This is an optimization exercise on Yosys and OpenROAD, whose aim is small area and few clock cycles per item, not a production implementation.
Only simulation tests tie the RTL to the original design; equivalence was not proved.
No activity file was given, so power comes from the tool's default toggle rates.

==> flow/design.v <==
package pbte_pkg;
    localparam int COLOR_W         = 32;
    localparam int TILE_W          = 8;
    localparam int PIXELS_PER_TILE = 8;
    localparam int POS_W           = 3;
    localparam int STORED_W        = 5;
    localparam int APB_DATA_W      = 32;
    localparam int APB_ADDR_W      = 3;
    localparam logic REG_LEARN_COLORS = 1'b0;
    typedef struct packed {
        logic                palette_overflow;
        logic [STORED_W-1:0] colors_stored;
        logic                high_bit;
        logic                low_bit;
    } pal_status_t;
    typedef struct packed {
        logic                palette_overflow;
        logic [STORED_W-1:0] colors_stored;
        logic [TILE_W-1:0]   plane_high;
        logic [TILE_W-1:0]   plane_low;
    } tile_t;
    localparam int TILE_BITS = 1 + STORED_W + 2 * TILE_W;   
    localparam int TDATA_W   = ((TILE_BITS + 7) / 8) * 8;
endpackage
module pbte_palette #(
    parameter int PALETTE_DEPTH = 16
) (
    input  logic                         aclk,
    input  logic                         aresetn,
    input  logic                         step,
    input  logic                         learn,
    input  logic [pbte_pkg::COLOR_W-1:0] color,
    input  logic                         clear,
    output logic                         busy,
    output logic [pbte_pkg::STORED_W-1:0] colors_stored,
    output logic                         palette_overflow,
    output logic                         low_bit,
    output logic                         high_bit
);
    localparam int SLOTS = PALETTE_DEPTH - 3;
    localparam int CNT_W = $clog2(PALETTE_DEPTH + 1);
    logic [pbte_pkg::COLOR_W-1:0] bank_reg [1:3];
    logic [pbte_pkg::COLOR_W-1:0] slot_reg [SLOTS];
    logic [SLOTS-1:0]             slot_vld;
    logic [pbte_pkg::COLOR_W-1:0] spare_reg;
    logic                         spare_vld;
    logic [CNT_W-1:0]             count_reg;
    logic                         overflow_reg;
    logic [CNT_W-1:0] count_eff;
    logic [3:1]       bank_hit;
    logic             other_hit;
    logic             hit;
    logic             full;
    logic             store;
    logic             to_bank;
    logic             to_ring;
    logic             gap;        
    logic             ins_new;
    logic             ins_spare;
    logic             clr;
    assign clr = step && clear;
    always_comb begin
        count_eff = clear ? '0 : count_reg;
        for (int i = 1; i <= 3; i++) begin
            bank_hit[i] = (CNT_W'(i) < count_eff) && (bank_reg[i] == color);
        end
        other_hit = !clear && spare_vld && (spare_reg == color);
        for (int i = 0; i < SLOTS; i++) begin
            if (!clear && slot_vld[i] && (slot_reg[i] == color)) other_hit = 1'b1;
        end
        hit = (|bank_hit) || other_hit;
        full    = (count_eff >= CNT_W'(PALETTE_DEPTH));
        store   = !hit && learn && !full;
        to_bank = store && (count_eff >= CNT_W'(1)) && (count_eff <= CNT_W'(3));
        to_ring = store && !to_bank;
        gap       = !slot_vld[SLOTS-1] || clear;
        ins_new   = step && to_ring && gap;
        ins_spare = spare_vld && !clr && gap && !(step && to_ring);
        low_bit  = bank_hit[1] || bank_hit[3]
                   || (to_bank && ((count_eff == CNT_W'(1)) || (count_eff == CNT_W'(3))));
        high_bit = bank_hit[2] || bank_hit[3]
                   || (to_bank && ((count_eff == CNT_W'(2)) || (count_eff == CNT_W'(3))));
    end
    assign busy = spare_vld && !gap && to_ring;
    assign colors_stored    = pbte_pkg::STORED_W'(count_reg);
    assign palette_overflow = overflow_reg;
    always_ff @(posedge aclk) begin
        if (!aresetn) begin
            count_reg    <= '0;
            overflow_reg <= 1'b0;
        end else if (step) begin
            count_reg    <= store ? count_eff + CNT_W'(1) : count_eff;
            overflow_reg <= (!clear && overflow_reg) || (!hit && learn && full);
        end
    end
    always_ff @(posedge aclk) begin
        for (int i = 1; i <= 3; i++) begin
            if (step && to_bank && (count_eff[1:0] == 2'(i))) bank_reg[i] <= color;
        end
    end
    always_ff @(posedge aclk) begin
        for (int i = 1; i < SLOTS; i++) slot_reg[i] <= slot_reg[i-1];
        if (ins_new)        slot_reg[0] <= color;
        else if (ins_spare) slot_reg[0] <= spare_reg;
        else                slot_reg[0] <= slot_reg[SLOTS-1];
    end
    always_ff @(posedge aclk) begin
        if (!aresetn) begin
            slot_vld <= '0;
        end else begin
            slot_vld <= {slot_vld[SLOTS-2:0] & {(SLOTS-1){!clr}},
                         ins_new || ins_spare || (slot_vld[SLOTS-1] && !clr)};
        end
    end
    always_ff @(posedge aclk) begin
        if (!aresetn || clr) begin
            spare_vld <= 1'b0;
        end else if (step && to_ring && !gap) begin
            spare_vld <= 1'b1;
        end else if (ins_spare) begin
            spare_vld <= 1'b0;
        end
    end
    always_ff @(posedge aclk) begin
        if (step && to_ring && !gap) spare_reg <= color;
    end
endmodule
module pbte_planes (
    input  logic                        aclk,
    input  logic                        aresetn,
    input  logic                        step,
    input  logic                        clear,
    input  logic                        low_bit,
    input  logic                        high_bit,
    output logic                        emit,
    output logic [pbte_pkg::TILE_W-1:0] plane_low,
    output logic [pbte_pkg::TILE_W-1:0] plane_high
);
    logic [pbte_pkg::POS_W-1:0] bit_pos_reg;
    logic [pbte_pkg::POS_W-1:0] pos_eff;
    assign pos_eff = clear ? '0 : bit_pos_reg;
    assign emit    = (pos_eff == pbte_pkg::POS_W'(pbte_pkg::PIXELS_PER_TILE - 1));
    always_ff @(posedge aclk) begin
        if (!aresetn) begin
            bit_pos_reg <= '0;
        end else if (step) begin
            bit_pos_reg <= pos_eff + pbte_pkg::POS_W'(1);
        end
    end
    always_ff @(posedge aclk) begin
        if (step) begin
            plane_low  <= {plane_low[pbte_pkg::TILE_W-2:0], low_bit};
            plane_high <= {plane_high[pbte_pkg::TILE_W-2:0], high_bit};
        end
    end
endmodule
module palette_bitplane_tile_encoder #(
    parameter int PALETTE_DEPTH = 16
) (
    input  logic                            aclk,
    input  logic                            aresetn,
    input  logic                            s_tvalid,
    output logic                            s_tready,
    input  logic [pbte_pkg::COLOR_W-1:0]    s_tdata,   
    input  logic                            s_tuser,   
    output logic                            m_tvalid,
    input  logic                            m_tready,
    output logic [pbte_pkg::TDATA_W-1:0]    m_tdata,
    input  logic                            psel,
    input  logic                            penable,
    input  logic                            pwrite,
    input  logic [pbte_pkg::APB_ADDR_W-1:0] paddr,
    input  logic [pbte_pkg::APB_DATA_W-1:0] pwdata,
    output logic [pbte_pkg::APB_DATA_W-1:0] prdata,
    output logic                            pready
);
    logic                          learn_reg;
    logic                          m_valid_reg;
    logic                          busy;
    logic                          step;
    logic                          emit;
    logic                          low_bit;
    logic                          high_bit;
    logic [pbte_pkg::TILE_W-1:0]   plane_low;
    logic [pbte_pkg::TILE_W-1:0]   plane_high;
    logic [pbte_pkg::STORED_W-1:0] colors_stored;
    logic                          palette_overflow;
    assign pready = 1'b1;
    always_comb begin
        prdata = '0;
        if (paddr[2] == pbte_pkg::REG_LEARN_COLORS) begin
            prdata[0] = learn_reg;
        end
    end
    always_ff @(posedge aclk) begin
        if (!aresetn) begin
            learn_reg <= 1'b1;
        end else if (psel && penable && pwrite
                     && (paddr[2] == pbte_pkg::REG_LEARN_COLORS)) begin
            learn_reg <= pwdata[0];
        end
    end
    assign s_tready = !busy && (!m_valid_reg || m_tready);
    assign step     = s_tvalid && s_tready;
    always_ff @(posedge aclk) begin
        if (!aresetn) begin
            m_valid_reg <= 1'b0;
        end else if (step && emit) begin
            m_valid_reg <= 1'b1;
        end else if (m_tready) begin
            m_valid_reg <= 1'b0;
        end
    end
    pbte_palette #(
        .PALETTE_DEPTH (PALETTE_DEPTH)
    ) u_palette (
        .aclk             (aclk),
        .aresetn          (aresetn),
        .step             (step),
        .learn            (learn_reg),
        .color            (s_tdata),
        .clear            (s_tuser),
        .busy             (busy),
        .colors_stored    (colors_stored),
        .palette_overflow (palette_overflow),
        .low_bit          (low_bit),
        .high_bit         (high_bit)
    );
    pbte_planes u_planes (
        .aclk       (aclk),
        .aresetn    (aresetn),
        .step       (step),
        .clear      (s_tuser),
        .low_bit    (low_bit),
        .high_bit   (high_bit),
        .emit       (emit),
        .plane_low  (plane_low),
        .plane_high (plane_high)
    );
    assign m_tvalid = m_valid_reg;
    assign m_tdata  = {{(pbte_pkg::TDATA_W - pbte_pkg::TILE_BITS){1'b0}},
                       palette_overflow, colors_stored, plane_high, plane_low};
endmodule
clock: 5.0 ns
lec_check: 0
cap_margin: 20
core_margin: 2
core_utilization: 40
slew_margin: 20
run.sh (not shown) runs the stock make flow with config.mk's settings and CLKGATE_MAP_FILE= SYNTH_SCRIPT=/design/flow/synth_recipe.tcl, a recipe that flattens the netlist after the stock synthesis.
Testbench counts at the start, summed over its fixed seeds: cycles 33,106, pixels 32,768.
==> next run, changes <==
--- a/flow/design.v
+++ b/flow/design.v
@@ -52,13 +52,12 @@
     logic             hit;
     logic             full;
     logic             store;
     logic             to_bank;
     logic             to_ring;
+    logic             new_ring;   
     logic             gap;        
-    logic             ins_new;
-    logic             ins_spare;
     logic             clr;
     assign clr = step && clear;
     always_comb begin
         count_eff = clear ? '0 : count_reg;
         for (int i = 1; i <= 3; i++) begin
@@ -67,17 +66,16 @@
         other_hit = !clear && spare_vld && (spare_reg == color);
         for (int i = 0; i < SLOTS; i++) begin
             if (!clear && slot_vld[i] && (slot_reg[i] == color)) other_hit = 1'b1;
         end
         hit = (|bank_hit) || other_hit;
-        full    = (count_eff >= CNT_W'(PALETTE_DEPTH));
-        store   = !hit && learn && !full;
-        to_bank = store && (count_eff >= CNT_W'(1)) && (count_eff <= CNT_W'(3));
-        to_ring = store && !to_bank;
-        gap       = !slot_vld[SLOTS-1] || clear;
-        ins_new   = step && to_ring && gap;
-        ins_spare = spare_vld && !clr && gap && !(step && to_ring);
+        full     = (count_eff >= CNT_W'(PALETTE_DEPTH));
+        store    = !hit && learn && !full;
+        to_bank  = store && (count_eff >= CNT_W'(1)) && (count_eff <= CNT_W'(3));
+        to_ring  = store && !to_bank;
+        new_ring = step && to_ring;
+        gap      = !slot_vld[SLOTS-1];
         low_bit  = bank_hit[1] || bank_hit[3]
                    || (to_bank && ((count_eff == CNT_W'(1)) || (count_eff == CNT_W'(3))));
         high_bit = bank_hit[2] || bank_hit[3]
                    || (to_bank && ((count_eff == CNT_W'(2)) || (count_eff == CNT_W'(3))));
     end
@@ -93,38 +91,39 @@
             overflow_reg <= (!clear && overflow_reg) || (!hit && learn && full);
         end
     end
     always_ff @(posedge aclk) begin
         for (int i = 1; i <= 3; i++) begin
-            if (step && to_bank && (count_eff[1:0] == 2'(i))) bank_reg[i] <= color;
+            if (count_reg == CNT_W'(i)) bank_reg[i] <= color;
         end
     end
     always_ff @(posedge aclk) begin
         for (int i = 1; i < SLOTS; i++) slot_reg[i] <= slot_reg[i-1];
-        if (ins_new)        slot_reg[0] <= color;
-        else if (ins_spare) slot_reg[0] <= spare_reg;
-        else                slot_reg[0] <= slot_reg[SLOTS-1];
+        if (!gap)           slot_reg[0] <= slot_reg[SLOTS-1];
+        else if (spare_vld) slot_reg[0] <= spare_reg;
+        else                slot_reg[0] <= color;
     end
     always_ff @(posedge aclk) begin
         if (!aresetn) begin
             slot_vld <= '0;
         end else begin
-            slot_vld <= {slot_vld[SLOTS-2:0] & {(SLOTS-1){!clr}},
-                         ins_new || ins_spare || (slot_vld[SLOTS-1] && !clr)};
-        end
-    end
-    always_ff @(posedge aclk) begin
-        if (!aresetn || clr) begin
+            slot_vld[SLOTS-1:1] <= slot_vld[SLOTS-2:0] & {(SLOTS-1){!clr}};
+            if (!gap)           slot_vld[0] <= slot_vld[SLOTS-1] && !clr;
+            else if (spare_vld) slot_vld[0] <= !clr;
+            else                slot_vld[0] <= new_ring;
+        end
+    end
+    always_ff @(posedge aclk) begin
+        if (!aresetn) begin
             spare_vld <= 1'b0;
-        end else if (step && to_ring && !gap) begin
-            spare_vld <= 1'b1;
-        end else if (ins_spare) begin
-            spare_vld <= 1'b0;
-        end
-    end
-    always_ff @(posedge aclk) begin
-        if (step && to_ring && !gap) spare_reg <= color;
+        end else begin
+            spare_vld <= (new_ring && (spare_vld || !gap))
+                         || (spare_vld && !gap && !clr);
+        end
+    end
+    always_ff @(posedge aclk) begin
+        if (!spare_vld || gap) spare_reg <= color;
     end
 endmodule
 module pbte_planes (
     input  logic                        aclk,
     input  logic                        aresetn,
Result: Sequential power falls by 10%. Worst setup slack gets worse by 43 ps. Synthesized area hardly moves. Count of clock-buffer cells in the layout rises by 4. Global-route usage falls by 0.14 points. Hold slack barely changes.
Testbench counts after the change, summed over its fixed seeds: cycles 33,098, pixels 32,768.

-- port drivers added, routing unchanged --
No port has a modelled driver above. Below, the same layouts with a new extraction and two added sets of constraints.
Step 1 (the two cells are an assumption about what drives the block):
set clk [get_ports {aclk}]
set_driving_cell -lib_cell sky130_fd_sc_hd__clkbuf_16 $clk
set_driving_cell -lib_cell sky130_fd_sc_hd__buf_2 [delete_from_list [all_inputs] $clk]
Step 2 moves the port delays by t, midway between the first and last clock arrival at a register: inputs arrive t later, outputs are due t later. That takes back most of the time a late clock gives input paths.
Slacks: ideal ports / drivers / drivers and shift; pairs: ideal ports / drivers.
run | t, ns | setup WS [ns] | worst slew at a driven data input, ns | cell pins on the clock port's net
the first run | 0.676 | 0.105 / 0.081 / -0.175 | 0.04 | 1
the second run | 0.677 | 0.062 / 0.034 / 0.034 | 0.06 | 1
With both steps, setup timing fails in the first run, where it was met with ideal ports. For the first run, which loses most, drivers alone change the setup slack by -0.024 ns; drivers and shift together by -0.280 ns.
